Context: an optimization exercise on an open-source flow, tuned for small area and a short achievable clock period. The choices shown serve that exercise and are no tape-out recipe. At most, simulation tests tie the RTL to the original design; equivalence was not proved. Only the layout flow was run in runs 5 and 6; the RTL was not checked for function there. No activity file was given, so power comes from the tool's default toggle rates.

==> flow/design.v <==
module normal_reorder_buffer #(
  parameter int WIDTH    = 16,
  parameter int Q_BITS   = 8,
  parameter int TAG_BITS = 5
) (
  input  logic                  clk,
  input  logic                  reset,
  input  logic                  alloc_req,
  output logic                  alloc_gnt,
  output logic [TAG_BITS-1:0]   alloc_tag,
  input  logic                  wr_valid,
  input  logic [TAG_BITS-1:0]   wr_tag,
  input  logic [3*WIDTH-1:0]    wr_data,    
  output logic                  out_valid,
  input  logic                  out_ready,
  output logic [3*WIDTH-1:0]    out_data,   
  output logic [TAG_BITS-1:0]   out_tag,
  output logic [TAG_BITS:0]     count,
  output logic                  full,
  output logic                  err
);
  localparam int DEPTH = 1 << TAG_BITS;
  localparam int CW    = TAG_BITS + 1;
  localparam int DW    = 3 * WIDTH;
  logic [TAG_BITS-1:0] head_q, tail_q;
  logic [DEPTH-1:0]    sel1_q;          
  logic [CW-1:0]       cnt_q;
  logic [DEPTH-1:0]    done_q;
  logic [DEPTH-1:0]    pend_q;          
  logic                err_q;
  logic [DW-1:0]       mem [DEPTH];
  logic                ov_q;
  logic [DW-1:0]       od_q;
  logic [TAG_BITS-1:0] ot_q;
  logic [TAG_BITS-1:0] head_p1;
  logic                wr_ok, gnt, retire;
  logic [DEPTH-1:0]    head_oh, hp1, wr_dec, tail_dec, done_n, sel1_n;
  logic                nxt_done, pw0, pw1, pw, hold, valid_n;
  logic [DW-1:0]       rd1, data_n;
  assign wr_ok    = wr_valid & pend_q[wr_tag];
  assign gnt      = alloc_req & ~cnt_q[CW-1] & ~reset;
  assign retire   = ov_q & out_ready;
  assign head_p1  = head_q + 1'b1;
  always_comb begin
    for (int i = 0; i < DEPTH; i++) begin
      hp1[i]     = (head_p1 == TAG_BITS'(i));
      head_oh[i] = (head_q == TAG_BITS'(i));
      wr_dec[i]  = (wr_tag == TAG_BITS'(i));
      tail_dec[i] = (tail_q == TAG_BITS'(i));
    end
  end
  assign nxt_done = |sel1_q;
  always_comb begin
    rd1 = '0;
    for (int i = 0; i < DEPTH; i++)
      rd1 = rd1 | ({DW{sel1_q[i]}} & mem[i]);
  end
  assign pw0 = wr_ok & (wr_tag == head_q);
  assign pw1 = wr_ok & (wr_tag == head_p1);
  assign hold    = ov_q & ~out_ready;
  assign pw      = retire ? pw1 : pw0;
  assign valid_n = retire ? (nxt_done | pw1) : (ov_q | pw0);
  assign data_n  = ({DW{retire}} & rd1) | ({DW{hold}} & od_q) | ({DW{pw}} & wr_data);
  assign alloc_gnt = gnt;
  assign alloc_tag = tail_q;
  assign out_valid = ov_q;
  assign out_data  = od_q;
  assign out_tag   = ot_q;
  assign count     = cnt_q;
  assign full      = cnt_q[CW-1];
  assign err       = err_q;
  always_ff @(posedge clk or posedge reset) begin
    if (reset) begin
      head_q <= '0;
      tail_q <= '0;
      cnt_q  <= '0;
      err_q  <= 1'b0;
      ov_q   <= 1'b0;
      od_q   <= '0;
      ot_q   <= '0;
    end else begin
      if (gnt) tail_q <= tail_q + 1'b1;
      if (retire) head_q <= head_p1;
      cnt_q <= cnt_q + CW'(gnt) - CW'(retire);
      err_q <= wr_valid & ~wr_ok;
      ov_q  <= valid_n;
      od_q  <= data_n;
      ot_q  <= valid_n ? (retire ? head_p1 : head_q) : '0;
    end
  end
  always_comb begin
    for (int i = 0; i < DEPTH; i++) begin
      done_n[i] = pend_q[i] ? (wr_valid & wr_dec[i]) : (done_q[i] & ~(retire & head_oh[i]));
      sel1_n[i] = done_n[i] & (retire ? hp1[(i + DEPTH - 1) % DEPTH] : hp1[i]);
    end
  end
  always_ff @(posedge clk or posedge reset) begin
    if (reset) begin
      done_q <= '0;
      pend_q <= '0;
      sel1_q <= '0;
    end else begin
      done_q <= done_n;
      sel1_q <= sel1_n;
      for (int i = 0; i < DEPTH; i++) begin
        if (pend_q[i]) begin
          if (wr_valid && wr_dec[i]) pend_q[i] <= 1'b0;
        end else if (!done_q[i]) begin
          if (gnt && tail_dec[i]) pend_q[i] <= 1'b1;
        end
      end
    end
  end
  always_ff @(posedge clk) begin
    for (int i = 0; i < DEPTH; i++)
      if (wr_valid && wr_dec[i] && !done_q[i]) mem[i] <= wr_data;
  end
endmodule
==> flow/run.sh <==
#!/bin/bash
# synth_recipe.tcl (not shown) runs the flow's synth.tcl, then flattens the netlist and writes it again
# the make line also repeats each setting of config.mk as NAME=value (left out here)
make -C /OpenROAD-flow-scripts/flow DESIGN_CONFIG=/design/flow/config.mk WORK_HOME=/design/flow/orfs CLKGATE_MAP_FILE= SYNTH_SCRIPT=/design/flow/synth_recipe.tcl finish
==> flow/config.mk <==
export PLATFORM = sky130hd
export DESIGN_NAME = normal_reorder_buffer
export DESIGN_NICKNAME = normal_reorder_buffer
export VERILOG_FILES = /design/flow/design.v
export SDC_FILE = /design/flow/constraint.sdc
export NUM_CORES = 4
export LEC_CHECK = 0
export CAP_MARGIN = 20
export CORE_MARGIN = 2
export CORE_UTILIZATION = 55
export CTS_BUF_LIST = sky130_fd_sc_hd__clkbuf_16
export CTS_CLUSTER_DIAMETER = 60
export CTS_CLUSTER_SIZE = 30
export SETUP_SLACK_MARGIN = 2.4
export SLEW_MARGIN = 20
==> flow/constraint.sdc <==
create_clock -name core_clock -period 4.5 [get_ports {clk}]
set_input_delay 0.9000 -clock core_clock [delete_from_list [all_inputs] [get_ports {clk}]]
set_output_delay 0.9000 -clock core_clock [all_outputs]
set_load 0.01 [all_outputs]
==> impl_metrics.py, run 1 <==
metrics = {
    "floorplan": {
        "die_height_um": 340,
        "core_um2": 112000,
        "num_io_pins": 126,
        "initial_utilization": 0.554,
        "chipWidth_um": 340,
        "die_area_um2": 116000,
        "rows": 123,
    },
    "finish": {
        "drive_above_1_share": 0.217,
        "ff_latch_area_um2": 50400,
        "layout.cells.non_filler": 5573,
        "syn2layout_area_growth_pct": 19.8,
        "finalInstanceArea_um2": 74400,
        "fill_cells": 7593,
        "fin_nets": 4038,
        "final_util": 0.663,
        "multiInputGateArea_um2": 11800,
    },
    "worst_setup_path": {
        "worstRegToRegCells": 11,
        "end_kind": "primary output",
        "critPathSlowestCell": "nand3b_1",
        "r2r_slack_ns": 1.94,
        "critPathMaxStageDelay_ns": 0.26,
        "critical_path_arrival_ns": 1.71,
        "crit_chain": "buf_6 > clkinvlp_4 > nand3b_1 > clkinvlp_4 > buf_6",
        "reg2reg_to": "od_q[35]$_DFF_PP0_",
        "cp.required_ns": 3.60,
        "critical_path_class": "input pin to primary output",
        "path_max_fanout": 2,
        "r2r-start": "head_q[1]$_DFF_PP0_",
        "worst-path-buf-inv": 4,
        "crit_family": "buffers and inverters",
        "cp-start-kind": "input pin",
    },
    "power": {
        "p_clk_frac": 0.371,
        "seqPwrFrac": 0.543,
        "netSwitchingPower_mw": 8.24,
        "combPwrFrac": 0.086,
        "power_density_nw_per_um2": 447,
        "p_sw_frac": 0.248,
        "p_int_mw": 25.0,
        "leakagePower_nw": 24.6,
        "ir_drop_v": 0.000456,
    },
    "grt": {
        "antenna_found_initial": 9,
        "grt_max_degree": 138,
        "grt_pass1_wl_um": 325000,
        "grt_usage": 0.418,
        "grt_pass1_vias": 38600,
        "gr-total-overflow": 0,
    },
    "clock_tree": {
        "root_buffer": "clkbuf_16",
        "cts_tree": "built",
        "clock_path_buffers": 3,
        "cts_buffers": 131,
        "h-tree-depth": 4,
        "cts_hold_buf": 0,
        "worst_skew_pair.late_latency_ns": 0.79,
        "clk_pin_slew_worst_paths_ns": 0.08,
        "clock_sinks": 1703,
    },
    "timing": {
        "final.period_utilization": 0.581,
        "hold_violations": 0,
        "finalCriticalPeriod_ns": 2.61,
        "worst_pin_slew_ns": 1.17,
        "relSlewSlack": 0.217,
        "setup-violations-final": 0,
        "finalClockSkew_ns": 0.0283,
        "slew_violations": 0,
        "fmax_mhz": 383,
        "rsz0062_at_grt": "yes",
    },
    "outcome": {
        "status": "finished clean",
    },
    "routing": {
        "first_pass_iters": 6,
        "drc": 0,
        "ant_nets": 0,
        "num_vias": 41300,
        "avgRoutedWirePerCell_um": 43.9,
        "wl_um": 244000,
        "via_per_inst": 7.41,
        "drt_iter0_markers": 7433,
    },
    "yosys": {
        "synth_seq_cells": 1703,
        "syn_area_um2": 62100,
        "synth-main-ff-cell": "edfxtp_1",
        "ys_seq_area_frac": 0.810,
        "syn-num-nets": 3617,
        "syn_avg_cell_area_um2": 17.5,
        "ys_types": 50,
        "async_reset_ff_frac": 0.0981,
        "synth-edff-count": 1536,
        "synthCells": 3539,
        "yosys_warnings": 2,
    },
    "place": {
        "gp_congestion": 0.899,
        "dpl.cell_count": 5092,
        "dp_hpwl_um": 112000,
        "dpl_cell_area_um2": 66600,
        "port_buffers": 125,
    },
    "worst_hold_path": {
        "holdPathEnd": "err_q$_DFF_PP0_",
        "worst_hold_path_type": "input pin to flip-flop",
        "holdPathStages": 2,
        "min-delay-start": "wr_valid",
    },
    "job": {
        "drv_cap": 0,
    },
}
==> synth_stat cells (all sizes together), types with 7 or more instances <==
cell	number	area share
nand4	196	0.020
mux2i	10	0.0016
a22o	49	0.0069
xnor2	16	0.0023
nor3b	13	0.0016
dfrtp	167	0.067
o41ai	30	0.0042
ha	19	0.0038
nand2b	8	0.00081
buf	65	0.0046
nor2b	7	0.00071
nand3	44	0.0035
nand2	94	0.0057
edfxtp	1536	0.74
inv	25	0.0015
xor2	7	0.00099
o21ai	61	0.0049
a22oi	769	0.093
a21oi	53	0.0043
nor2	103	0.0062
clkbuf	145	0.0088
nor4	57	0.0057
and3	23	0.0024
==> what timing repair did <==
item	4_1_cts	5_1_grt
endpoints found under the setup margin	1862	837
buffers inserted	175	39
gates resized for setup	457	58
pin swaps	50	15
gates cloned	14	7
==> metrics by stage <==
stage	setup slack, ns	hold slack (ns)	TNS, ns	power [mW]
after floorplan	-0.692	0.448	-3.50	19.4
after global placement	0.372	0.501	0	20.6
after detailed placement	0.309	0.511	0	20.6
after CTS	1.92	0.522	0	32.9
after global routing	1.91	0.490	0	34.0
final	1.89	0.515	0	33.2
==> how the worst max path moves through the flow <==
stage	from	end	slack [ns]	cells after the start
after floorplan	reset	cnt_q[4]$_DFF_PP0_	-0.69	11
after global placement	wr_tag[0]	od_q[22]$_DFF_PP0_	0.37	8
after detailed placement	wr_tag[0]	od_q[14]$_DFF_PP0_	0.31	8
after CTS	reset	alloc_gnt	1.92	5
after global routing	reset	alloc_gnt	1.91	5
final	reset	alloc_gnt	1.89	5
==> placed cells by master (no fill, tap or decap), drive strengths merged, types with 3 or more instances in the layout <==
cell type / netlist / routed
a21oi: 53 / 53
a22o: 49 / 49
a22oi: 769 / 769
a31oi: 3 / 3
and3: 23 / 27
buf: 65 / 461
bufbuf: 0 / 3
bufinv: 0 / 8
clkbuf: 145 / 141
clkdlybuf4s50: 0 / 23
clkinv: 0 / 39
clkinvlp: 0 / 13
dfrtp: 167 / 167
diode: 0 / 9
edfxtp: 1536 / 1536
ha: 19 / 19
inv: 25 / 67
mux2i: 10 / 10
mux4: 6 / 6
nand2: 94 / 94
nand2b: 8 / 8
nand3: 44 / 44
nand3b: 3 / 3
nand4: 196 / 196
nor2: 103 / 103
nor2b: 7 / 7
nor3: 6 / 6
nor3b: 13 / 13
nor4: 57 / 57
o21ai: 61 / 61
o41ai: 30 / 30
or2: 3 / 3
xnor2: 16 / 16
xor2: 7 / 7
==> registers in the layout (all words and copies together) (netlist names) <==
signal and flops:
head_q 5, done_q 32, od_q 48, tail_q 5, sel1_q 32, cnt_q 6, pend_q 32, err_q 1
ot_q 5, mem 1536, ov_q 1
==> logic make-up after synthesis <==
group / synth area share
multiplexers: 0.00415
AO/OA/AOI/OAI: 0.116
buffers and inverters: 0.0148
adder cells (fa/ha/maj): 0.00415
AND/OR/NAND/NOR: 0.0481
flip-flops: 0.810
XOR/XNOR: 0.00324
==> cell type report <==
cell class,instances,area share
antenna,9,0.000303
timing repair buffer,494,0.0763
sequential,1703,0.678
multi-input combinational,1605,0.158
inverter,25,0.00140
tap,1500,0.0252
clock inverter,102,0.0152
clock buffer,135,0.0454
==> per-layer routing <==
| layer | GRT usage | wire length (um) | vias up |
|---|---|---|---|
| met4 | 0.197 | 15100 | 11 |
| met5 | 0 | 97 | - |
| met3 | 0.120 | 36800 | 740 |
| li1 | - | - | 15500 |
| met1 | 0.578 | 85000 | 21200 |
| met2 | 0.619 | 107000 | 3824 |
==> power by group through the flow <==
| stage | sequential (mW) | clock (mW) | combinational (mW) |
|---|---|---|---|
| final | 18.0 | 12.3 | 2.84 |
| after floorplan | 18.3 | 0 | 1.07 |
| after global placement | 18.4 | 0 | 2.17 |
| after detailed placement | 18.4 | 0 | 2.21 |
| after CTS | 18.0 | 12.3 | 2.58 |
| after global routing | 18.1 | 12.9 | 2.99 |
==> inputs of run 2 (changes only) <==
--- a/flow/config.mk
+++ b/flow/config.mk
@@ -9,6 +9,5 @@
 export CORE_MARGIN = 2
-export CORE_UTILIZATION = 55
-export CTS_BUF_LIST = sky130_fd_sc_hd__clkbuf_16
-export CTS_CLUSTER_DIAMETER = 60
-export CTS_CLUSTER_SIZE = 30
+export CORE_UTILIZATION = 65
+export CTS_CLUSTER_DIAMETER = 70
+export CTS_CLUSTER_SIZE = 24
 export SETUP_SLACK_MARGIN = 2.4
==> impl_metrics.py, run 2 <==
metrics = {
    "outcome": {
        "status": "finished clean",
    },
    "yosys": {
        "synth_common_cells": "edfxtp_1, a22oi_1, nand4_1",
        "async_reset_ff_frac": 0.0981,
        "syn-num-nets": 3617,
        "synthMostInstantiatedCell": "edfxtp_1",
        "synth_seq_cells": 1703,
        "syn_area_um2": 62100,
        "ys_seq_area_frac": 0.810,
        "synth_top_area_frac": 0.743,
        "ys_top_cells_by_area": "edfxtp_1, a22oi_1, dfrtp_1",
        "synth-edff-count": 1536,
        "synthCells": 3539,
        "syn_avg_cell_area_um2": 17.5,
        "ys_types": 50,
        "yosys.area.top_type": "edfxtp_1",
        "synth-main-ff-cell": "edfxtp_1",
        "yosys_warnings": 2,
    },
    "finish": {
        "final_cell_mix": "edfxtp_1, a22oi_1, nand4_1",
        "drive_above_1_share": 0.185,
        "largest_reg_flops": 1536,
        "ff_latch_area_um2": 50400,
        "layout_commonest_cell": "edfxtp_1",
        "fin_nets": 3963,
        "reg.largest.list": "mem: 1536 flops, od_q: 48 flops",
        "multiInputGateArea_um2": 11700,
        "top_register": "mem",
        "syn2layout_area_growth_pct": 16.0,
        "fill_cells": 5349,
    },
    "routing": {
        "num_vias": 41200,
        "wl_um": 232000,
        "first_pass_iters": 7,
        "drt_iter0_markers": 8768,
        "drc": 0,
        "ant_nets": 0,
        "avgRoutedWirePerCell_um": 44.4,
        "via_per_inst": 7.88,
    },
    "worst_setup_path": {
        "startpoint": "head_q[0]$_DFF_PP0_",
        "critPathMaxStageDelay_ns": 0.43,
        "worst-path-buf-inv": 4,
        "crit_family": "buffers and inverters",
        "crit_chain": "ha_4 > buf_4 > xnor2_2 > xnor2_1 > nor3_2 > mux2_4 > buf_12 > and3_4 > buf_6 > buf_12 > a22o_1",
        "path_common_cell": "buf_12",
        "r2r-start": "head_q[0]$_DFF_PP0_",
        "critPathSlowestCell": "dfrtp_2",
        "end_kind": "flip-flop",
        "cp.required_ns": 5.09,
        "critical_path_class": "flip-flop to flip-flop",
        "cp-start-kind": "flip-flop",
        "path_max_fanout": 5,
        "critical_path_arrival_ns": 3.18,
    },
    "timing": {
        "setup-violations-final": 0,
        "finalClockSkew_ns": 0.0406,
        "worst_pin_slew_ns": 1.18,
        "rsz0062_at_grt": "yes",
        "setup_tns_ns": 0,
        "holdWs_ns": 0.384,
        "final.period_utilization": 0.576,
        "fmax_mhz": 386,
        "hold_violations": 0,
        "slew_violations": 0,
        "setup_slack_ns": 1.91,
        "finalCriticalPeriod_ns": 2.59,
        "relSlewSlack": 0.211,
    },
    "floorplan": {
        "initial_utilization": 0.655,
        "chipWidth_um": 313,
        "die_height_um": 313,
        "rows": 113,
        "core_um2": 94900,
        "num_io_pins": 126,
        "die_area_um2": 98000,
    },
    "clock_tree": {
        "clock_path_buffers": 3,
        "cts_hold_buf": 0,
        "cts_buffers": 85,
        "clock_sinks": 1703,
        "clk_pin_slew_worst_paths_ns": 0.09,
        "cts_tree": "built",
        "worst_skew_pair.late_latency_ns": 0.71,
        "h-tree-depth": 3,
        "root_buffer": "clkbuf_16",
    },
    "grt": {
        "grt_pass1_wl_um": 311000,
        "grt_max_degree": 138,
        "grt_usage": 0.470,
        "antenna_found_initial": 5,
        "gr-total-overflow": 0,
        "grt_pass1_vias": 39000,
    },
    "worst_hold_path": {
        "worst_hold_path_type": "input pin to asynchronous set/reset pin",
    },
    "power": {
        "power_density_nw_per_um2": 413,
        "leakagePower_nw": 23.5,
        "power.total_mw": 29.7,
        "ir_drop_v": 0.000423,
    },
    "place": {
        "dp_hpwl_um": 105000,
        "dp_slack_ns": 0.389,
        "port_buffers": 125,
        "gp_congestion": 0.886,
    },
    "job": {
        "drv_cap": 0,
    },
}
## run 2: cell counts after synthesis
No cell type changed its count.
## run 2: report_power, final
part	internal, mW	switching, mW
Combinational	1.13	1.82
Clock	3.79	4.96
Sequential	17.7	0.371
Total	22.6	7.15
## run 2: worst reg2reg max path: stages, from the launching register on
cell	delay (ns)
dfrtp_2	0.43
ha_4	0.17
buf_4	0.15
xnor2_2	0.29
xnor2_1	0.19
nor3_2	0.08
mux2_4	0.29
buf_12	0.16
and3_4	0.22
buf_6	0.14
buf_12	0.14
a22o_1	0.23
## run 2: repair_timing
| item | in CTS | in global routing |
|---|---|---|
| endpoints found under the setup margin | 1743 | 817 |
| gates resized for setup | 468 | 63 |
| pin swaps | 40 | 14 |
| gates cloned | 17 | 9 |
| setup buffers | 162 | 42 |
## run 2: layer usage
metal  part of all wire  GRT usage  wire, um  up-vias
li1                   -          -         -    15300
met1               0.31      0.637     71900    20400
met2               0.43      0.683     99900     4537
met3               0.18      0.150     41900      936
met4              0.079      0.270     18400       10
met5            0.00042    0.00338        98        -
## run 2: final cells by class
type                       instances  share of cell area
inverter                          25             0.00144
clock inverter                    21             0.00318
tap                             1265              0.0220
multi-input combinational       1604               0.163
antenna                            4            0.000139
clock buffer                     136              0.0329
timing repair buffer             466              0.0770
sequential                      1703               0.700
## run 2: per-stage QoR
stage | util | instance area [um^2] | instances
floorplan | - | 62600 | 3539
global placement | 0.696 | 66000 | 4833
detailed placement | 0.696 | 66000 | 4833
CTS | 0.753 | 71500 | 5169
global route | 0.759 | 72000 | 5220
finish | 0.759 | 72000 | 5224
## run 2: path summary, 6_finish.rpt
path,depth (start not counted),slack (ns),end
hold reg to reg,1,0.55,pend_q[8]$_DFF_PP0_
hold / removal,3,0.38,sel1_q[25]$_DFF_PP0_
setup reg to reg,11,1.91,od_q[24]$_DFF_PP0_
max in group asynchronous,4,2.70,od_q[45]$_DFF_PP0_
setup / recovery,11,1.91,od_q[24]$_DFF_PP0_
min in group core_clock,1,0.55,pend_q[8]$_DFF_PP0_
## run 2: kinds of logic (layout without fill, tap and decap cells)
group	Yosys count	in the layout	synth area share
buffers and inverters	235	648	0.0148
DFF	1703	1703	0.810
adders and majority gates	20	20	0.00415
AOI/OAI and AO/OA	978	978	0.116
other	0	4	0
muxes	18	18	0.00415
xor gates and xnor gates	23	23	0.00324
and+or+nand+nor	562	565	0.0481
==> inputs of run 3 (changes only) <==
--- a/flow/config.mk
+++ b/flow/config.mk
@@ -7,2 +7,3 @@
 export LEC_CHECK = 0
+export ABC_AREA = 1
 export CAP_MARGIN = 20
==> impl_metrics.py, run 3 <==
metrics = {
    "yosys": {
        "ys_types": 42,
        "syn_area_um2": 64800,
        "syn-num-nets": 4741,
        "ys_seq_area_frac": 0.776,
        "synthCells": 4663,
        "yosys_warnings": 2,
        "synthMostInstantiatedCell": "edfxtp_1",
        "syn_avg_cell_area_um2": 13.9,
        "synth-main-ff-cell": "edfxtp_1",
        "synth_top_area_frac": 0.711,
        "ys_top_cells_by_area": "edfxtp_1, nand2_1, dfrtp_1",
        "synth_seq_cells": 1703,
        "yosys.area.top_type": "edfxtp_1",
        "async_reset_ff_frac": 0.0981,
        "synth-edff-count": 1536,
        "synth_common_cells": "edfxtp_1, nand2_1, inv_1",
    },
    "grt": {
        "grt_pass1_wl_um": 307000,
        "gr-total-overflow": 0,
        "grt_pass1_vias": 40200,
        "grt_usage": 0.440,
        "antenna_found_initial": 7,
        "grt_max_degree": 117,
    },
    "place": {
        "dp_hpwl_um": 104000,
        "port_buffers": 125,
        "gp_congestion": 0.934,
    },
    "floorplan": {
        "rows": 115,
        "chipWidth_um": 320,
        "core_um2": 98600,
        "initial_utilization": 0.658,
        "die_area_um2": 102000,
        "die_height_um": 320,
        "num_io_pins": 126,
    },
    "worst_setup_path": {
        "critPathMaxStageDelay_ns": 0.82,
        "crit_family": "simple AND/OR/NAND/NOR gates",
        "critical_path_arrival_ns": 3.07,
        "cp.required_ns": 5.10,
        "critPathSlowestCell": "dfrtp_4",
        "cp-start-kind": "flip-flop",
        "critical_path_class": "flip-flop to flip-flop",
        "worst-path-buf-inv": 0,
        "path_common_cell": "nand2_1",
        "end_kind": "flip-flop",
        "path_max_fanout": 49,
        "crit_chain": "nand2_1 > nand2_1 > a221oi_1 > nand4_1 > nor2_1 > nand2_1 > a21boi_0 > nand2_1",
    },
    "routing": {
        "top_layer": "met5",
        "ant_nets": 0,
        "drc": 0,
        "via_per_inst": 7.03,
        "wl_met2_um": 103000,
        "wl_um": 238000,
        "drt_iter0_markers": 8010,
        "dr_wl_met3_um": 40300,
        "first_pass_iters": 7,
        "drt-met1-wl_um": 77100,
        "num_vias": 44700,
        "avgRoutedWirePerCell_um": 37.4,
    },
    "power": {
        "power_density_nw_per_um2": 536,
        "ir_drop_v": 0.000672,
        "leakagePower_nw": 26.7,
    },
    "timing": {
        "finalClockSkew_ns": 0.0410,
        "final.period_utilization": 0.549,
        "worst_pin_slew_ns": 1.16,
        "relSlewSlack": 0.227,
        "finalCriticalPeriod_ns": 2.47,
        "fmax_mhz": 404,
        "holdWs_ns": 0.340,
        "hold_violations": 0,
        "slew_violations": 0,
        "rsz0062_at_grt": "yes",
        "setup-violations-final": 0,
        "setup_tns_ns": 0,
    },
    "finish": {
        "drive_above_1_share": 0.150,
        "top_register": "mem",
        "largest_reg_flops": 1536,
        "reg.largest.list": "mem: 1536 flops, od_q: 48 flops",
        "fin_nets": 5058,
        "syn2layout_area_growth_pct": 15.3,
        "layout_commonest_cell": "edfxtp_1",
        "final_cell_mix": "edfxtp_1, nand2_1, inv_1",
    },
    "clock_tree": {
        "clock_path_buffers": 3,
        "clock_sinks": 1703,
        "cts_hold_buf": 0,
        "worst_skew_pair.late_latency_ns": 0.72,
        "h-tree-depth": 3,
        "cts_tree": "built",
        "cts_buffers": 89,
        "root_buffer": "clkbuf_16",
        "clk_pin_slew_worst_paths_ns": 0.09,
    },
    "outcome": {
        "status": "finished clean",
    },
    "worst_hold_path": {
        "worst_hold_path_type": "input pin to asynchronous set/reset pin",
    },
    "job": {
        "drv_cap": 0,
    },
}
[run 3: worst min-delay path, delay by kind of cell]
kind | cells | cell delay (ns)
buffers and inverters | 3 | 0.63
[run 3: per-stage QoR]
stage	power, mW	utilization	area (um^2)	std cells	worst slack (ns)
finish	40.0	0.758	74700	6361	2.03
global route	40.9	0.758	74700	6342	1.98
floorplan	24.3	-	65400	4663	1.47
detailed placement	28.7	0.698	68800	5967	0.610
global placement	28.6	0.698	68800	5967	0.704
CTS	38.6	0.744	73400	6249	2.02
[run 3: cell families after synthesis]
family / count (synthesis) / share of synthesized area
fa+ha+maj: 20 / 0.00398
simple gates: 1931 / 0.123
xor+xnor: 15 / 0.00203
compound gates: 537 / 0.0674
flops: 1703 / 0.776
buf+inv: 457 / 0.0277
[run 3: power by group]
group	switching (mW)	internal, mW
clock network	5.17	4.09
registers	1.57	18.0
logic	7.35	3.86
[run 3: metal layers]
| layer | GRT usage | vias up |
|---|---|---|
| met5 | 0 | - |
| met4 | 0.213 | 8 |
| met3 | 0.125 | 994 |
| met2 | 0.655 | 4231 |
| met1 | 0.607 | 21900 |
| li1 | - | 17600 |
[run 3: repair_timing]
item / in CTS / in global routing
resized for setup: 427 / 106
endpoints found under the hold margin: 0 / 0
cloned: 11 / 16
setup buffers: 106 / 76
pin swaps: 39 / 43
endpoints found under the setup margin: 1736 / 800
[run 3: path summary, 6_finish.rpt]
check,slack (ns),startpoint,cells past startpoint,end
max reg2reg,2.03,sel1_q[10]$_DFF_PP0_,8,od_q[40]$_DFF_PP0_
min reg2reg,0.51,pend_q[9]$_DFF_PP0_,1,pend_q[9]$_DFF_PP0_
max in group asynchronous,3.33,reset,3,od_q[23]$_DFF_PP0_
min,0.34,reset,3,tail_q[0]$_DFFE_PP0P_
min in group core_clock,0.51,pend_q[9]$_DFF_PP0_,1,pend_q[9]$_DFF_PP0_
max,2.03,sel1_q[10]$_DFF_PP0_,8,od_q[40]$_DFF_PP0_
[run 3: final cells by class]
type	instances	area, um^2
flip-flops and latches	1703	50400
inverters	249	1020
fillers	5994	23800
clock buffers	137	2490
diodes	20	50.0
clock inverters	28	347
repair inverters	1	8.76
multi-input cells	2503	13700
repair buffers	433	5110
well taps	1287	1610
==> inputs of run 4 (changes only) <==
--- a/flow/config.mk
+++ b/flow/config.mk
@@ -7,6 +7,5 @@
 export LEC_CHECK = 0
-export ABC_AREA = 1
 export CAP_MARGIN = 20
 export CORE_MARGIN = 2
-export CORE_UTILIZATION = 65
+export CORE_UTILIZATION = 55
 export CTS_CLUSTER_DIAMETER = 70
==> impl_metrics.py, run 4 <==
metrics = {
    "worst_setup_path": {
        "worst-path-buf-inv": 4,
        "end_kind": "primary output",
        "critPathSlowestCell": "nand3b_1",
        "crit_chain": "buf_6 > clkinvlp_4 > nand3b_1 > clkinvlp_4 > buf_6",
        "critical_path_class": "input pin to primary output",
        "crit_cells": 5,
        "cp-start-kind": "input pin",
        "critical_path_arrival_ns": 1.71,
        "crit_family": "buffers and inverters",
        "worstRegToRegCells": 6,
        "cp.required_ns": 3.60,
        "path_max_fanout": 2,
        "critPathMaxStageDelay_ns": 0.25,
    },
    "power": {
        "p_clk_frac": 0.329,
        "p_sw_frac": 0.248,
        "power_density_nw_per_um2": 423,
        "leakagePower_nw": 24.0,
        "combPwrFrac": 0.090,
        "seqPwrFrac": 0.582,
        "power.total_mw": 31.0,
        "ir_drop_v": 0.000380,
        "p_int_mw": 23.3,
        "netSwitchingPower_mw": 7.70,
    },
    "timing": {
        "worst_pin_slew_ns": 1.14,
        "rsz0062_at_grt": "yes",
        "setup_tns_ns": 0,
        "setup-violations-final": 0,
        "finalClockSkew_ns": 0.0366,
        "relSlewSlack": 0.240,
        "finalCriticalPeriod_ns": 2.61,
        "hold_violations": 0,
        "fmax_mhz": 383,
        "slew_violations": 0,
        "setup_slack_ns": 1.89,
        "final.period_utilization": 0.581,
    },
    "finish": {
        "top_register": "mem",
        "multiInputGateArea_um2": 11800,
        "fin_nets": 4010,
        "syn2layout_area_growth_pct": 18.0,
        "fill_cells": 7716,
        "layout_commonest_cell": "edfxtp_1",
        "ff_latch_area_um2": 50400,
        "largest_reg_flops": 1536,
        "drive_above_1_share": 0.204,
        "reg.largest.list": "mem: 1536 flops, od_q: 48 flops",
        "finalInstanceArea_um2": 73300,
        "final_cell_mix": "edfxtp_1, a22oi_1, buf_4",
    },
    "floorplan": {
        "initial_utilization": 0.554,
        "rows": 123,
        "num_io_pins": 126,
        "core_um2": 112000,
        "chipWidth_um": 340,
        "die_height_um": 340,
        "die_area_um2": 116000,
    },
    "yosys": {
        "async_reset_ff_frac": 0.0981,
        "syn-num-nets": 3617,
        "synth-edff-count": 1536,
        "yosys.area.top_type": "edfxtp_1",
        "ys_types": 50,
        "syn_area_um2": 62100,
        "ys_seq_area_frac": 0.810,
        "synth-main-ff-cell": "edfxtp_1",
        "yosys_warnings": 2,
        "synthCells": 3539,
        "syn_avg_cell_area_um2": 17.5,
        "synth_common_cells": "edfxtp_1, a22oi_1, nand4_1",
        "synth_top_area_frac": 0.743,
        "synth_seq_cells": 1703,
        "ys_top_cells_by_area": "edfxtp_1, a22oi_1, dfrtp_1",
        "synthMostInstantiatedCell": "edfxtp_1",
    },
    "grt": {
        "antenna_found_initial": 5,
        "gr-total-overflow": 0,
        "grt_max_degree": 138,
        "grt_usage": 0.416,
        "grt_pass1_vias": 38400,
        "grt_pass1_wl_um": 324000,
    },
    "clock_tree": {
        "clock_sinks": 1703,
        "cts_buffers": 98,
        "cts_hold_buf": 0,
        "cts_tree": "built",
        "h-tree-depth": 3,
        "clk_pin_slew_worst_paths_ns": 0.10,
        "root_buffer": "clkbuf_16",
        "worst_skew_pair.late_latency_ns": 0.74,
        "clock_path_buffers": 3,
    },
    "routing": {
        "drt_iter0_markers": 7157,
        "avgRoutedWirePerCell_um": 44.3,
        "via_per_inst": 7.42,
        "first_pass_iters": 7,
        "num_vias": 41000,
        "drc": 0,
        "ant_nets": 0,
        "wl_um": 244000,
    },
    "outcome": {
        "status": "finished clean",
    },
    "worst_hold_path": {
        "worst_hold_path_type": "flip-flop to flip-flop",
        "holdPathStages": 1,
    },
    "place": {
        "dp_slack_ns": 0.309,
        "dp_hpwl_um": 112000,
        "dpl_cell_area_um2": 66600,
        "port_buffers": 125,
        "gp_congestion": 0.899,
    },
    "job": {
        "drv_cap": 0,
    },
}
## run 4: cell count changes after synthesis, sizes merged, moves of 45 or more
cell and delta:
a22oi +769, a221oi -213, nand2 -1319, a22o -105, inv -222, a21boi -45, nor2 -116, nand3 -61
nor4 +45
## run 4: path summary, 6_finish.rpt
path / slack [ns] / from / endpoint
min: 0.54 / done_q[3]$_DFF_PP0_ / pend_q[3]$_DFF_PP0_
max in group asynchronous: 2.58 / reset / ov_q$_DFF_PP0_
max: 1.89 / reset / alloc_gnt
max reg2reg: 1.94 / sel1_q[22]$_DFF_PP0_ / od_q[33]$_DFF_PP0_
min reg2reg: 0.54 / done_q[3]$_DFF_PP0_ / pend_q[3]$_DFF_PP0_
min in group asynchronous: 0.58 / reset / od_q[7]$_DFF_PP0_
## run 4: layout make-up
| cell class | instances | area share |
|---|---|---|
| Antenna cell | 6 | 0.000205 |
| Tap cell | 1500 | 0.0256 |
| Sequential cell | 1703 | 0.688 |
| Inverter | 25 | 0.00142 |
| Multi-Input combinational cell | 1604 | 0.161 |
| Clock buffer | 126 | 0.0356 |
| Clock inverter | 56 | 0.00944 |
| Timing Repair Buffer | 500 | 0.0787 |
## run 4: per-layer routing
metal	wire, um	vias up	track usage
li1	-	15400	-
met1	84900	21100	0.576
met2	108000	3717	0.618
met3	36900	698	0.115
met4	14700	8	0.195
met5	73	-	0
## run 4: stage by stage
stage / std cells / utilization / hold slack, ns
floorplan: 3539 / - / 0.448
global placement: 5091 / 0.594 / 0.501
detailed placement: 5092 / 0.594 / 0.511
CTS: 5468 / 0.648 / 0.535
global route: 5515 / 0.653 / 0.524
finish: 5520 / 0.653 / 0.538
## run 4: logic make-up (layout without fill, tap and decap cells)
group                    Yosys count  in the layout  synth area share
flip-flops                      1703           1703             0.810
AO/OA/AOI/OAI                    978            978             0.116
AND/OR/NAND/NOR                  562            565            0.0481
buffers and inverters            235            707            0.0148
XOR/XNOR                          23             23           0.00324
adder cells (fa/ha/maj)           20             20           0.00415
multiplexers                      18             18           0.00415
other                              0              6                 0
## run 4: repair_timing
item,CTS,global route
pin swaps,47,18
setup endpoints to repair,1870,723
resized for setup,458,64
gates cloned,12,7
setup buffers,182,39
## run 4: power groups by stage
stage	registers (mW)	clock network, mW	logic (mW)
after global routing	18.1	10.7	2.92
final	18.0	10.2	2.78
after detailed placement	18.4	0	2.21
after global placement	18.4	0	2.17
after floorplan	18.3	0	1.07
after CTS	18.0	10.2	2.58
==> inputs of run 5 (changes only) <==
--- a/flow/design.v
+++ b/flow/design.v
@@ -26,2 +26,3 @@
   logic [DEPTH-1:0]    sel1_q;          
+  logic                nd_q;            
   logic [CW-1:0]       cnt_q;
@@ -51,3 +52,3 @@
   end
-  assign nxt_done = |sel1_q;
+  assign nxt_done = nd_q;
   always_comb begin
@@ -101,2 +102,3 @@
       sel1_q <= '0;
+      nd_q   <= 1'b0;
     end else begin
@@ -104,2 +106,3 @@
       sel1_q <= sel1_n;
+      nd_q   <= |sel1_n;
       for (int i = 0; i < DEPTH; i++) begin
==> impl_metrics.py, run 5 <==
metrics = {
    "outcome": {
        "status": "finished clean",
    },
    "power": {
        "ir_drop_v": 0.000502,
        "leakagePower_nw": 24.4,
        "power_density_nw_per_um2": 456,
    },
    "clock_tree": {
        "cts_tree": "built",
        "worst_skew_pair.late_latency_ns": 0.75,
        "clock_path_buffers": 3,
        "clk_pin_slew_worst_paths_ns": 0.09,
        "cts_hold_buf": 0,
        "cts_buffers": 96,
        "clock_sinks": 1704,
        "h-tree-depth": 3,
        "root_buffer": "clkbuf_16",
    },
    "place": {
        "dp_hpwl_um": 119000,
        "dp_slack_ns": 0.512,
        "gp_congestion": 0.919,
        "port_buffers": 125,
    },
    "finish": {
        "top_register": "mem",
        "final_cell_mix": "edfxtp_1, a22oi_1, a22o_1",
        "layout_commonest_cell": "edfxtp_1",
        "reg.largest.list": "mem: 1536 flops, od_q: 48 flops",
        "drive_above_1_share": 0.203,
        "fin_nets": 3999,
        "syn2layout_area_growth_pct": 17.2,
        "largest_reg_flops": 1536,
        "final_util": 0.647,
    },
    "yosys": {
        "syn-num-nets": 3659,
        "synthCells": 3581,
        "syn_avg_cell_area_um2": 17.6,
        "synthMostInstantiatedCell": "edfxtp_1",
        "ys_seq_area_frac": 0.800,
        "async_reset_ff_frac": 0.0986,
        "syn_area_um2": 62900,
        "synth-main-ff-cell": "edfxtp_1",
        "synth_top_area_frac": 0.733,
        "ys_types": 74,
        "synth-edff-count": 1536,
        "ys_top_cells_by_area": "edfxtp_1, dfrtp_1, a22oi_1",
        "yosys.area.top_type": "edfxtp_1",
        "synth_seq_cells": 1704,
        "yosys_warnings": 2,
        "synth_common_cells": "edfxtp_1, a22oi_1, a22o_1",
    },
    "routing": {
        "avgRoutedWirePerCell_um": 44.6,
        "drc": 0,
        "first_pass_iters": 6,
        "drt_iter0_markers": 7452,
        "via_per_inst": 7.48,
        "num_vias": 41300,
        "ant_nets": 0,
        "wl_um": 246000,
    },
    "worst_setup_path": {
        "critical_path_arrival_ns": 3.34,
        "worst-path-buf-inv": 1,
        "cp.required_ns": 5.12,
        "end_kind": "flip-flop",
        "crit_chain": "buf_4 > a22o_1 > a221oi_1 > nand4_1 > nor3_1 > a21oi_1 > a22o_1",
        "r2r_slack_ns": 1.78,
        "crit_cells": 7,
        "reg2reg_to": "od_q[31]$_DFF_PP0_",
        "path_max_fanout": 19,
        "crit_family": "compound AO/OA/AOI/OAI gates",
        "cp-start-kind": "flip-flop",
        "path_common_cell": "a22o_1",
        "critPathMaxStageDelay_ns": 0.71,
        "critical_path_class": "flip-flop to flip-flop",
        "critPathSlowestCell": "dfrtp_4",
        "r2r-start": "sel1_q[12]$_DFF_PP0_",
        "worstRegToRegCells": 7,
    },
    "timing": {
        "setup_slack_ns": 1.78,
        "relSlewSlack": 0.249,
        "holdWs_ns": 0.468,
        "rsz0062_at_grt": "yes",
        "worst_pin_slew_ns": 1.12,
        "setup_tns_ns": 0,
        "setup-violations-final": 0,
        "finalClockSkew_ns": 0.0404,
        "slew_violations": 0,
        "final.period_utilization": 0.605,
        "hold_violations": 0,
        "fmax_mhz": 367,
        "finalCriticalPeriod_ns": 2.72,
    },
    "worst_hold_path": {
        "worst_hold_path_type": "input pin to asynchronous set/reset pin",
    },
    "floorplan": {
        "chipWidth_um": 342,
        "die_area_um2": 117000,
        "initial_utilization": 0.553,
        "die_height_um": 342,
        "num_io_pins": 126,
        "rows": 124,
        "core_um2": 114000,
    },
    "job": {
        "drv_cap": 0,
    },
    "grt": {
        "antenna_found_initial": 21,
        "grt_pass1_vias": 38700,
        "gr-total-overflow": 0,
        "grt_pass1_wl_um": 324000,
        "grt_max_degree": 126,
        "grt_usage": 0.411,
    },
}
-- run 5: changes by cell type in the layout (fill, tap and decap cells not counted), moves of 21 or more --
| cell | before | now |
|---|---|---|
| a221oi_1 | 0 | 192 |
| a22o_1 | 49 | 240 |
| a22oi_1 | 767 | 384 |
| buf_12 | 111 | 90 |
| buf_4 | 217 | 189 |
| inv_1 | 19 | 43 |
| nand4_1 | 196 | 150 |
| nor3_1 | 4 | 45 |
| nor4_1 | 37 | 1 |
| o21ai_0 | 54 | 19 |
-- run 5: cell type report --
cell class	instances	area [um^2]
Timing Repair Buffer	466	5440
Multi-Input combinational cell	1603	12500
Clock buffer	121	2600
Sequential cell	1704	50500
Antenna cell	14	35.0
Clock inverter	50	622
Fill cell	7924	40200
Tap cell	1512	1890
Inverter	50	199
-- run 5: power by group --
group | switching, mW | internal (mW)
Sequential | 0.703 | 17.7
Combinational | 3.18 | 2.02
Clock | 5.50 | 4.53
-- run 5: worst max path at each step --
stage	to	from	slack, ns
6_report	od_q[31]$_DFF_PP0_	sel1_q[12]$_DFF_PP0_	1.78
5_1_grt	od_q[42]$_DFF_PP0_	head_q[1]$_DFF_PP0_	1.77
4_1_cts	od_q[34]$_DFF_PP0_	head_q[1]$_DFF_PP0_	1.84
3_5_place_dp	od_q[9]$_DFF_PP0_	wr_tag[1]	0.51
3_3_place_gp	od_q[44]$_DFF_PP0_	wr_tag[1]	0.51
2_1_floorplan	cnt_q[4]$_DFF_PP0_	reset	-0.71
-- run 5: cell families (layout without fill, tap and decap cells) --
logic type      count (synthesis)  after routing  synth area share
mux                            14             14           0.00344
fa+ha+maj                      20             20           0.00410
other cells                     0             14                 0
compound gates               1011           1011             0.128
xor+xnor                       23             23           0.00342
flops                        1704           1704             0.800
simple gates                  535            535            0.0445
buf+inv                       274            687            0.0170
-- run 5: worst reg2reg max path, cell delays in order (launching register included) --
cell and delay, ns:
dfrtp_4 0.71, buf_4 0.41, a22o_1 0.29, a221oi_1 0.35, nand4_1 0.17, nor3_1 0.36
a21oi_1 0.12, a22o_1 0.21
-- run 5: routing by layer --
metal  track usage  up-vias  share of wire
li1              -    15600              -
met1         0.567    21400           0.34
met2         0.631     3664           0.45
met3        0.0954      656           0.15
met4         0.178        8          0.055
met5             0        -        0.00023
-- run 5: repair_timing --
item,4_1_cts,5_1_grt
pin swaps,50,18
gates resized for setup,518,85
cloned,12,14
endpoints found under the setup margin,1877,914
setup buffers,133,40
-- run 5: per-stage QoR --
stage | std cells | instance area [um^2] | power (mW)
global placement | 5134 | 67400 | 22.8
floorplan | 3581 | 63300 | 20.5
finish | 5520 | 73700 | 33.6
CTS | 5451 | 72900 | 33.2
global route | 5509 | 73700 | 34.4
detailed placement | 5135 | 67400 | 22.8
==> inputs of run 6 (changes only) <==
--- a/flow/config.mk
+++ b/flow/config.mk
@@ -9,3 +9,3 @@
 export CORE_MARGIN = 2
-export CORE_UTILIZATION = 55
+export CORE_UTILIZATION = 72
 export CTS_CLUSTER_DIAMETER = 70
==> impl_metrics.py, run 6 <==
metrics = {
    "outcome": {
        "status": "finished clean",
    },
    "worst_setup_path": {
        "critical_path_class": "flip-flop to flip-flop",
        "cp-start-kind": "flip-flop",
        "path_max_fanout": 38,
        "critical_path_arrival_ns": 3.73,
        "cp.required_ns": 5.13,
        "end_kind": "flip-flop",
    },
    "finish": {
        "layout_commonest_cell": "edfxtp_1",
        "drive_above_1_share": 0.195,
        "fin_nets": 3984,
        "final_cell_mix": "edfxtp_1, a22oi_1, a22o_1",
        "syn2layout_area_growth_pct": 15.3,
        "largest_reg_flops": 1536,
        "reg.largest.list": "mem: 1536 flops, od_q: 48 flops",
        "top_register": "mem",
    },
    "grt": {
        "grt_usage": 0.541,
        "antenna_found_initial": 19,
        "grt_pass1_vias": 43300,
        "gr-total-overflow": 0,
        "grt_max_degree": 144,
        "grt_pass1_wl_um": 329000,
    },
    "place": {
        "dp_hpwl_um": 115000,
        "gp_congestion": 0.964,
        "port_buffers": 125,
        "dp_slack_ns": 0.644,
    },
    "routing": {
        "wl_um": 261000,
        "first_pass_iters": 13,
        "drt_iter0_markers": 12000,
        "ant_nets": 0,
        "num_vias": 45900,
        "drc": 0,
        "avgRoutedWirePerCell_um": 50.5,
        "via_per_inst": 8.89,
    },
    "yosys": {
        "yosys_warnings": 2,
        "ys_types": 74,
        "synth_top_area_frac": 0.733,
        "syn-num-nets": 3659,
        "syn_area_um2": 62900,
        "synthMostInstantiatedCell": "edfxtp_1",
        "synthCells": 3581,
        "synth_seq_cells": 1704,
        "synth-edff-count": 1536,
        "async_reset_ff_frac": 0.0986,
        "ys_seq_area_frac": 0.800,
        "synth-main-ff-cell": "edfxtp_1",
        "yosys.area.top_type": "edfxtp_1",
        "synth_common_cells": "edfxtp_1, a22oi_1, a22o_1",
        "syn_avg_cell_area_um2": 17.6,
        "ys_top_cells_by_area": "edfxtp_1, dfrtp_1, a22oi_1",
    },
    "clock_tree": {
        "h-tree-depth": 3,
        "clock_sinks": 1704,
        "worst_skew_pair.late_latency_ns": 0.75,
        "clk_pin_slew_worst_paths_ns": 0.10,
        "cts_tree": "built",
        "root_buffer": "clkbuf_16",
        "cts_hold_buf": 0,
        "clock_path_buffers": 3,
        "cts_buffers": 85,
    },
    "timing": {
        "finalClockSkew_ns": 0.0763,
        "rsz0062_at_grt": "yes",
        "final.period_utilization": 0.690,
        "fmax_mhz": 322,
        "worst_pin_slew_ns": 1.21,
        "setup_slack_ns": 1.40,
        "setup-violations-final": 0,
        "finalCriticalPeriod_ns": 3.10,
        "relSlewSlack": 0.188,
        "slew_violations": 0,
        "hold_violations": 0,
    },
    "floorplan": {
        "chipWidth_um": 300,
        "initial_utilization": 0.725,
        "die_height_um": 300,
        "core_um2": 86800,
        "die_area_um2": 89800,
        "rows": 108,
        "num_io_pins": 126,
    },
    "power": {
        "leakagePower_nw": 24.0,
        "power.total_mw": 33.2,
        "ir_drop_v": 0.000402,
        "power_density_nw_per_um2": 458,
    },
    "job": {
        "drv_cap": 0,
    },
    "worst_hold_path": {
        "worst_hold_path_type": "flip-flop to flip-flop",
    },
}
[run 6: through the flow]
step | std cells | hold WS [ns] | utilization | area [um^2] | setup TNS (ns)
final | 5160 | 0.542 | 0.836 | 72500 | 0
after global routing | 5137 | 0.564 | 0.835 | 72500 | 0
after CTS | 5061 | 0.540 | 0.824 | 71500 | 0
after detailed placement | 4772 | 0.511 | 0.768 | 66600 | 0
after global placement | 4771 | 0.503 | 0.768 | 66600 | 0
after floorplan | 3581 | 0.448 | - | 63300 | -3.63
[run 6: kinds of logic after synthesis]
| logic type | synth area share |
|---|---|
| xor+xnor | 0.00342 |
| buf+inv | 0.0170 |
| fa+ha+maj | 0.00410 |
| simple gates | 0.0445 |
| mux | 0.00344 |
| compound gates | 0.128 |
| flops | 0.800 |
[run 6: path summary, 6_finish.rpt]
kind / from / endpoint / slack [ns] / depth (start not counted)
worst min-delay path: done_q[16]$_DFF_PP0_ / pend_q[16]$_DFF_PP0_ / 0.54 / 1
min in group asynchronous: reset / od_q[27]$_DFF_PP0_ / 0.75 / 5
worst max-delay path: sel1_q[29]$_DFF_PP0_ / od_q[10]$_DFF_PP0_ / 1.40 / 7
worst max register to register: sel1_q[29]$_DFF_PP0_ / od_q[10]$_DFF_PP0_ / 1.40 / 7
max in group asynchronous: reset / pend_q[15]$_DFF_PP0_ / 2.69 / 6
worst min register to register: done_q[16]$_DFF_PP0_ / pend_q[16]$_DFF_PP0_ / 0.54 / 1
[run 6: what timing repair did]
action	CTS	global route
resized for setup	547	116
setup endpoints to repair	1900	704
gates cloned	19	13
pin swaps	30	19
setup buffers	113	57
[run 6: cell type report]
type                       count  area, um^2
clock buffer                 139        2350
sequential                  1704       50400
antenna                       29        72.6
tap                         1155        1450
clock inverter                18         293
multi-input combinational   1603       12500
inverter                      50         199
fill                        3477       14200
timing repair buffer         462        5220
[run 6: report_power, final]
| part | switching (mW) | internal, mW | leakage [nW] |
|---|---|---|---|
| logic | 3.66 | 2.03 | 6.79 |
| clock network | 5.36 | 3.84 | 1.25 |
| registers | 0.628 | 17.7 | 16.0 |
[run 6: critical path: stages, from the launching register on]
cell and delay (ns):
dfrtp_2 0.56, buf_4 0.41, a22o_1 0.32, a221oi_1 0.51, nand4_1 0.29, nor3_4 0.44
a21oi_1 0.21, a22o_1 0.24
[run 6: routing by layer]
layer	global-route usage	routed length, um
met2	0.765	104000
met5	0.00952	681
met3	0.259	56500
met4	0.402	30700
met1	0.650	69300
==> inputs of run 7 (changes only) <==
--- a/flow/design.v
+++ b/flow/design.v
@@ -26,3 +26,2 @@
   logic [DEPTH-1:0]    sel1_q;          
-  logic                nd_q;            
   logic [CW-1:0]       cnt_q;
@@ -34,3 +33,2 @@
   logic [DW-1:0]       od_q;
-  logic [TAG_BITS-1:0] ot_q;
   logic [TAG_BITS-1:0] head_p1;
@@ -52,3 +50,3 @@
   end
-  assign nxt_done = nd_q;
+  assign nxt_done = |sel1_q;
   always_comb begin
@@ -68,3 +66,3 @@
   assign out_data  = od_q;
-  assign out_tag   = ot_q;
+  assign out_tag   = ov_q ? head_q : '0;
   assign count     = cnt_q;
@@ -80,3 +78,2 @@
       od_q   <= '0;
-      ot_q   <= '0;
     end else begin
@@ -88,3 +85,2 @@
       od_q  <= data_n;
-      ot_q  <= valid_n ? (retire ? head_p1 : head_q) : '0;
     end
@@ -102,3 +98,2 @@
       sel1_q <= '0;
-      nd_q   <= 1'b0;
     end else begin
@@ -106,3 +101,2 @@
       sel1_q <= sel1_n;
-      nd_q   <= |sel1_n;
       for (int i = 0; i < DEPTH; i++) begin
--- a/flow/config.mk
+++ b/flow/config.mk
@@ -9,3 +9,3 @@
 export CORE_MARGIN = 2
-export CORE_UTILIZATION = 72
+export CORE_UTILIZATION = 60
 export CTS_CLUSTER_DIAMETER = 70
==> impl_metrics.py, run 7 <==
metrics = {
    "outcome": {
        "status": "finished clean",
    },
    "timing": {
        "relSlewSlack": 0.133,
        "final.period_utilization": 0.588,
        "finalClockSkew_ns": 0.0366,
        "setup_slack_ns": 1.85,
        "hold_violations": 0,
        "fmax_mhz": 378,
        "rsz0062_at_grt": "yes",
        "worst_pin_slew_ns": 1.30,
        "slew_violations": 0,
        "setup_tns_ns": 0,
        "setup-violations-final": 0,
        "finalCriticalPeriod_ns": 2.65,
    },
    "yosys": {
        "synth_seq_cells": 1698,
        "synthCells": 3529,
        "ys_top_cells_by_area": "edfxtp_1, a22oi_1, dfrtp_1",
        "yosys.area.top_type": "edfxtp_1",
        "synthMostInstantiatedCell": "edfxtp_1",
        "synth-main-ff-cell": "edfxtp_1",
        "synth_common_cells": "edfxtp_1, a22oi_1, nand4_1",
        "synth_top_area_frac": 0.744,
        "async_reset_ff_frac": 0.0954,
        "syn_avg_cell_area_um2": 17.6,
        "synth-edff-count": 1536,
        "yosys_warnings": 2,
        "ys_seq_area_frac": 0.809,
        "syn-num-nets": 3607,
        "ys_types": 47,
        "syn_area_um2": 62000,
    },
    "finish": {
        "fin_nets": 3991,
        "final_cell_mix": "edfxtp_1, a22oi_1, buf_4",
        "top_register": "mem",
        "largest_reg_flops": 1536,
        "syn2layout_area_growth_pct": 17.2,
        "drive_above_1_share": 0.198,
        "layout_commonest_cell": "edfxtp_1",
        "reg.largest.list": "mem: 1536 flops, od_q: 48 flops",
        "layout.cells.non_filler": 5365,
    },
    "worst_setup_path": {
        "critical_path_arrival_ns": 1.75,
        "startpoint": "ov_q$_DFF_PP0_",
        "r2r-start": "sel1_q[10]$_DFF_PP0_",
        "critical_path_class": "flip-flop to primary output",
        "critPathMaxStageDelay_ns": 0.51,
        "cp-start-kind": "flip-flop",
        "path_common_cell": "buf_6",
        "worstRegToRegCells": 6,
        "end_kind": "primary output",
        "critPathSlowestCell": "dfrtp_4",
        "r2r_slack_ns": 1.86,
        "path_max_fanout": 7,
        "crit_chain": "buf_16 > buf_6 > and2_4 > buf_6",
        "cp.required_ns": 3.60,
    },
    "grt": {
        "use_met1": 0.583,
        "use_met2": 0.652,
        "grt_pass1_wl_um": 314000,
        "gr-total-overflow": 0,
        "grt_use_met3": 0.143,
        "antenna_found_initial": 8,
        "grt_usage": 0.438,
        "grt_max_degree": 107,
        "grt_pass1_vias": 38400,
        "grt.busiest_layer": "met2",
    },
    "power": {
        "ir_drop_v": 0.000486,
        "power.total_mw": 30.5,
        "power_density_nw_per_um2": 420,
        "leakagePower_nw": 23.8,
    },
    "clock_tree": {
        "cts_hold_buf": 0,
        "clock_sinks": 1698,
        "h-tree-depth": 3,
        "clock_path_buffers": 3,
        "cts_buffers": 88,
        "cts_tree": "built",
        "clk_pin_slew_worst_paths_ns": 0.09,
        "root_buffer": "clkbuf_16",
        "worst_skew_pair.late_latency_ns": 0.73,
    },
    "place": {
        "dp_hpwl_um": 108000,
        "port_buffers": 125,
        "dp_slack_ns": 0.765,
        "gp_congestion": 0.922,
        "dpl.cell_count": 4949,
    },
    "floorplan": {
        "core_um2": 102000,
        "die_height_um": 325,
        "rows": 117,
        "chipWidth_um": 325,
        "die_area_um2": 106000,
        "num_io_pins": 126,
        "initial_utilization": 0.607,
    },
    "routing": {
        "drt_iter0_markers": 7693,
        "ant_nets": 0,
        "avgRoutedWirePerCell_um": 44.2,
        "via_per_inst": 7.63,
        "wl_um": 237000,
        "num_vias": 40900,
        "first_pass_iters": 8,
        "drc": 0,
    },
    "job": {
        "drv_cap": 0,
    },
    "worst_hold_path": {
        "worst_hold_path_type": "input pin to asynchronous set/reset pin",
    },
}
==> run 7: changes by cell type in the layout (fill, tap and decap cells not counted), sizes merged, moves of 19 or more <==
cell    before  now
a22oi      384  769
a221oi     195    0
a22o       240   51
nor4         5   57
nand4      150  198
nor3        55    7
o21ai       30   66
inv         53   29
buf        437  459
diode       29   10
==> run 7: kinds of logic after synthesis <==
logic type / after synthesis / share of synthesized area
AO/OA/AOI/OAI: 974 / 0.115
XOR/XNOR: 24 / 0.00339
adder cells (fa/ha/maj): 20 / 0.00416
buffers and inverters: 231 / 0.0148
flip-flops: 1698 / 0.809
multiplexers: 18 / 0.00432
AND/OR/NAND/NOR: 564 / 0.0488
==> run 7: layout make-up <==
class / instances / area (um^2)
Sequential cell: 1698 / 50300
Multi-Input combinational cell: 1600 / 11800
Timing Repair Buffer: 502 / 5890
Fill cell: 6549 / 29500
Antenna cell: 10 / 25.0
Inverter: 23 / 93.8
Clock buffer: 135 / 2470
Tap cell: 1368 / 1710
Clock inverter: 29 / 337
==> run 7: worst paths after layout <==
path,to
min in group core_clock,pend_q[23]$_DFF_PP0_
hold / removal,sel1_q[19]$_DFF_PP0_
setup / recovery,out_tag[2]
hold reg to reg,pend_q[23]$_DFF_PP0_
max in group asynchronous,sel1_q[24]$_DFF_PP0_
setup reg to reg,od_q[46]$_DFF_PP0_
==> run 7: through the flow <==
stage | util | area [um^2] | hold slack (ns)
2_1_floorplan | - | 62400 | 0.447
3_3_place_gp | 0.647 | 66100 | 0.496
3_5_place_dp | 0.647 | 66100 | 0.502
4_1_cts | 0.703 | 71800 | 0.524
5_1_grt | 0.711 | 72600 | 0.549
6_report | 0.711 | 72700 | 0.539
==> run 7: routing by layer <==
metal	routed length (um)	part of all wire
met5	93	0.00039
met1	78500	0.33
met3	38100	0.16
met4	16300	0.069
met2	104000	0.44
==> run 7: worst max-delay path, delay by kind of cell (launching register included) <==
kind | cells | cell delay, ns
DFF | 1 | 0.51
and+or+nand+nor | 1 | 0.15
buffers and inverters | 3 | 0.37
==> run 7: power by group <==
group | leakage, nW | internal [mW] | switching (mW) | total (mW)
sequential | 16.0 | 17.6 | 0.372 | 18.0
clock | 1.33 | 4.00 | 5.15 | 9.15
combinational | 6.50 | 1.30 | 2.08 | 3.39
total | 23.8 | 22.9 | 7.60 | 30.5
==> run 7: timing repair <==
action                     in CTS  in global routing
setup buffers                 157                 52
setup endpoints to repair    1784                824
pin swaps                      37                 23
resized for setup             474                 72
gates cloned                   25                  8
==> inputs of run 8 (changes only) <==
--- a/flow/config.mk
+++ b/flow/config.mk
@@ -9,3 +9,3 @@
 export CORE_MARGIN = 2
-export CORE_UTILIZATION = 60
+export CORE_UTILIZATION = 65
 export CTS_CLUSTER_DIAMETER = 70
==> impl_metrics.py, run 8 <==
metrics = {
    "finish": {
        "multiInputGateArea_um2": 12200,
        "final_util": 0.770,
        "fin_nets": 3998,
        "drive_above_1_share": 0.210,
        "fill_cells": 5285,
        "largest_reg_flops": 1536,
        "ff_latch_area_um2": 50300,
        "top_register": "mem",
        "final_cell_mix": "edfxtp_1, a22oi_1, buf_4",
        "layout_commonest_cell": "edfxtp_1",
        "reg.largest.list": "mem: 1536 flops, od_q: 48 flops",
        "syn2layout_area_growth_pct": 17.6,
    },
    "timing": {
        "relSlewSlack": 0.184,
        "fmax_mhz": 398,
        "setup_tns_ns": 0,
        "setup-violations-final": 0,
        "rsz0062_at_grt": "yes",
        "worst_pin_slew_ns": 1.22,
        "final.period_utilization": 0.558,
        "slew_violations": 0,
        "hold_violations": 0,
        "finalCriticalPeriod_ns": 2.51,
        "finalClockSkew_ns": 0.0549,
    },
    "grt": {
        "grt_pass1_wl_um": 312000,
        "grt_usage": 0.472,
        "gr-total-overflow": 0,
        "antenna_found_initial": 7,
        "grt_pass1_vias": 38800,
        "grt_max_degree": 64,
    },
    "place": {
        "gp_congestion": 0.946,
        "dp_hpwl_um": 106000,
        "port_buffers": 125,
    },
    "clock_tree": {
        "cts_hold_buf": 0,
        "root_buffer": "clkbuf_16",
        "cts_buffers": 88,
        "clock_path_buffers": 3,
        "clk_pin_slew_worst_paths_ns": 0.09,
        "clock_sinks": 1698,
        "worst_skew_pair.late_latency_ns": 0.72,
        "cts_tree": "built",
        "h-tree-depth": 3,
    },
    "yosys": {
        "syn_avg_cell_area_um2": 17.6,
        "synth-edff-count": 1536,
        "ys_seq_area_frac": 0.809,
        "ys_top_cells_by_area": "edfxtp_1, a22oi_1, dfrtp_1",
        "synthCells": 3529,
        "synth_common_cells": "edfxtp_1, a22oi_1, nand4_1",
        "synthMostInstantiatedCell": "edfxtp_1",
        "yosys.area.top_type": "edfxtp_1",
        "ys_types": 47,
        "syn_area_um2": 62000,
        "synth-main-ff-cell": "edfxtp_1",
        "async_reset_ff_frac": 0.0954,
        "syn-num-nets": 3607,
        "synth_seq_cells": 1698,
        "yosys_warnings": 2,
        "synth_top_area_frac": 0.744,
    },
    "routing": {
        "drt_iter0_markers": 8398,
        "first_pass_iters": 8,
        "wl_um": 233000,
        "avgRoutedWirePerCell_um": 44.2,
        "via_per_inst": 7.84,
        "num_vias": 41300,
        "ant_nets": 0,
        "drc": 0,
    },
    "worst_setup_path": {
        "end_kind": "flip-flop",
        "critPathSlowestCell": "dfrtp_2",
        "critical_path_class": "flip-flop to flip-flop",
        "path_max_fanout": 9,
        "r2r_slack_ns": 1.99,
        "critPathMaxStageDelay_ns": 0.46,
        "r2r-start": "head_q[0]$_DFFE_PP0P_",
        "cp-start-kind": "flip-flop",
        "critical_path_arrival_ns": 3.11,
        "cp.required_ns": 5.10,
        "reg2reg_to": "od_q[2]$_DFF_PP0_",
        "startpoint": "head_q[0]$_DFFE_PP0P_",
        "crit_chain": "ha_4 > and3_4 > ha_4 > xor2_1 > nand3_1 > nor3_2 > mux2_4 > buf_12 > and3_4 > buf_12 > a22o_1",
        "worstRegToRegCells": 11,
    },
    "power": {
        "p_int_mw": 23.0,
        "power_density_nw_per_um2": 421,
        "netSwitchingPower_mw": 7.66,
        "p_clk_frac": 0.298,
        "leakagePower_nw": 23.9,
        "seqPwrFrac": 0.587,
        "ir_drop_v": 0.000524,
        "combPwrFrac": 0.115,
        "p_sw_frac": 0.250,
    },
    "outcome": {
        "status": "finished clean",
    },
    "floorplan": {
        "num_io_pins": 126,
        "die_height_um": 313,
        "chipWidth_um": 313,
        "die_area_um2": 97900,
        "rows": 113,
        "core_um2": 94700,
        "initial_utilization": 0.654,
    },
    "job": {
        "drv_cap": 0,
    },
    "worst_hold_path": {
        "worst_hold_path_type": "input pin to asynchronous set/reset pin",
    },
}
[run 8: final cells by class]
cell class,instances,share of cell area
flip-flops and latches,1698,0.690
multi-input cells,1603,0.168
repair buffers,506,0.0802
clock buffers,140,0.0346
well taps,1265,0.0217
clock inverters,22,0.00374
inverters,23,0.00132
diodes,13,0.000446
[run 8: metal layers]
metal | global-route usage | part of all wire | vias up
met4 | 0.286 | 0.079 | 8
met1 | 0.627 | 0.31 | 20500
met5 | 0 | 0.00023 | -
met3 | 0.156 | 0.17 | 951
li1 | - | - | 15400
met2 | 0.688 | 0.43 | 4414
[run 8: what timing repair did]
action | CTS | global route
pin swaps | 56 | 35
gates cloned | 13 | 2
setup endpoints to repair | 1877 | 856
resized for setup | 492 | 137
setup buffers | 183 | 68
[run 8: critical path: cells and delay by family, from the launching register on]
| kind | cells | cell delay [ns] |
|---|---|---|
| xor+xnor | 1 | 0.15 |
| mux | 1 | 0.30 |
| buf+inv | 2 | 0.32 |
| compound gates | 1 | 0.24 |
| simple gates | 4 | 0.52 |
| fa+ha+maj | 2 | 0.42 |
| flops | 1 | 0.46 |
[run 8: power groups by stage]
stage	clock [mW]	combinational [mW]	sequential, mW
floorplan	0	1.18	18.3
global placement	0	2.31	18.5
detailed placement	0	2.33	18.5
CTS	9.06	3.02	18.0
global route	9.58	3.67	18.1
finish	9.15	3.53	18.0
[run 8: logic make-up after synthesis]
| group | share of synthesized area |
|---|---|
| flops | 0.809 |
| compound gates | 0.115 |
| simple gates | 0.0488 |
| buf+inv | 0.0148 |
| xor+xnor | 0.00339 |
| fa+ha+maj | 0.00416 |
| mux | 0.00432 |
[run 8: how the worst max path moves through the flow]
stage	to
global placement	od_q[29]$_DFF_PP0_
detailed placement	od_q[41]$_DFF_PP0_
floorplan	cnt_q[4]$_DFF_PP0_
finish	od_q[2]$_DFF_PP0_
global route	od_q[9]$_DFF_PP0_
CTS	alloc_gnt
[run 8: stage by stage]
stage               cell area, um^2  total power, mW  setup slack [ns]  hold WS (ns)  cells
floorplan                     62400             19.4            -0.712         0.447   3529
global placement              65900             20.8             0.560         0.495   4828
detailed placement            65800             20.8             0.492         0.526   4828
CTS                           71700             30.1              1.92         0.532   5186
global route                  72900             31.3              1.93         0.481   5258
finish                        72900             30.7              1.99         0.458   5270

==> static timing again, ports no longer ideal <==
How much do the figures lean on ideal ports? The routed layouts below were timed once more, with nothing changed but the port constraints.
Step 1 (the two cells are an assumption about what drives the block):
set clk [get_ports {clk}]
set_driving_cell -lib_cell sky130_fd_sc_hd__clkbuf_16 $clk
set_driving_cell -lib_cell sky130_fd_sc_hd__buf_2 [delete_from_list [all_inputs] $clk]
Step 2 moves the port delays by t, midway between the first and last clock arrival at a register: inputs arrive t later, outputs are due t later. That takes back most of the time a late clock gives input paths.
Slacks: ideal ports / drivers / drivers and shift; pairs: ideal ports / drivers.
run | t, ns | slack for setup (ns) | clock arrival spread, ns | slew at the worst register clock pin (ns)
run 1 | 0.855 | 1.886 / 1.843 / 1.298 | 0.034 / 0.034 | 0.10 / 0.10
run 2 | 0.768 | 1.909 / 1.909 / 1.291 | 0.044 / 0.043 | 0.10 / 0.10
run 3 | 0.781 | 2.027 / 2.006 / 1.439 | 0.042 / 0.042 | 0.11 / 0.11
run 4 | 0.801 | 1.887 / 1.843 / 1.263 | 0.042 / 0.042 | 0.11 / 0.11
run 5 | 0.811 | 1.776 / 1.776 / 1.041 | 0.040 / 0.040 | 0.10 / 0.10
run 6 | 0.776 | 1.396 / 1.396 / 1.061 | 0.077 / 0.077 | 0.11 / 0.11
run 7 | 0.794 | 1.852 / 1.772 / 1.283 | 0.038 / 0.037 | 0.10 / 0.10
run 8 | 0.770 | 1.988 / 1.923 / 1.287 | 0.057 / 0.056 | 0.10 / 0.10
After both steps every run listed still meets setup and hold. The setup slack of run 5, which loses most, moves by 0.000 ns with the drivers and by -0.735 ns with both steps.
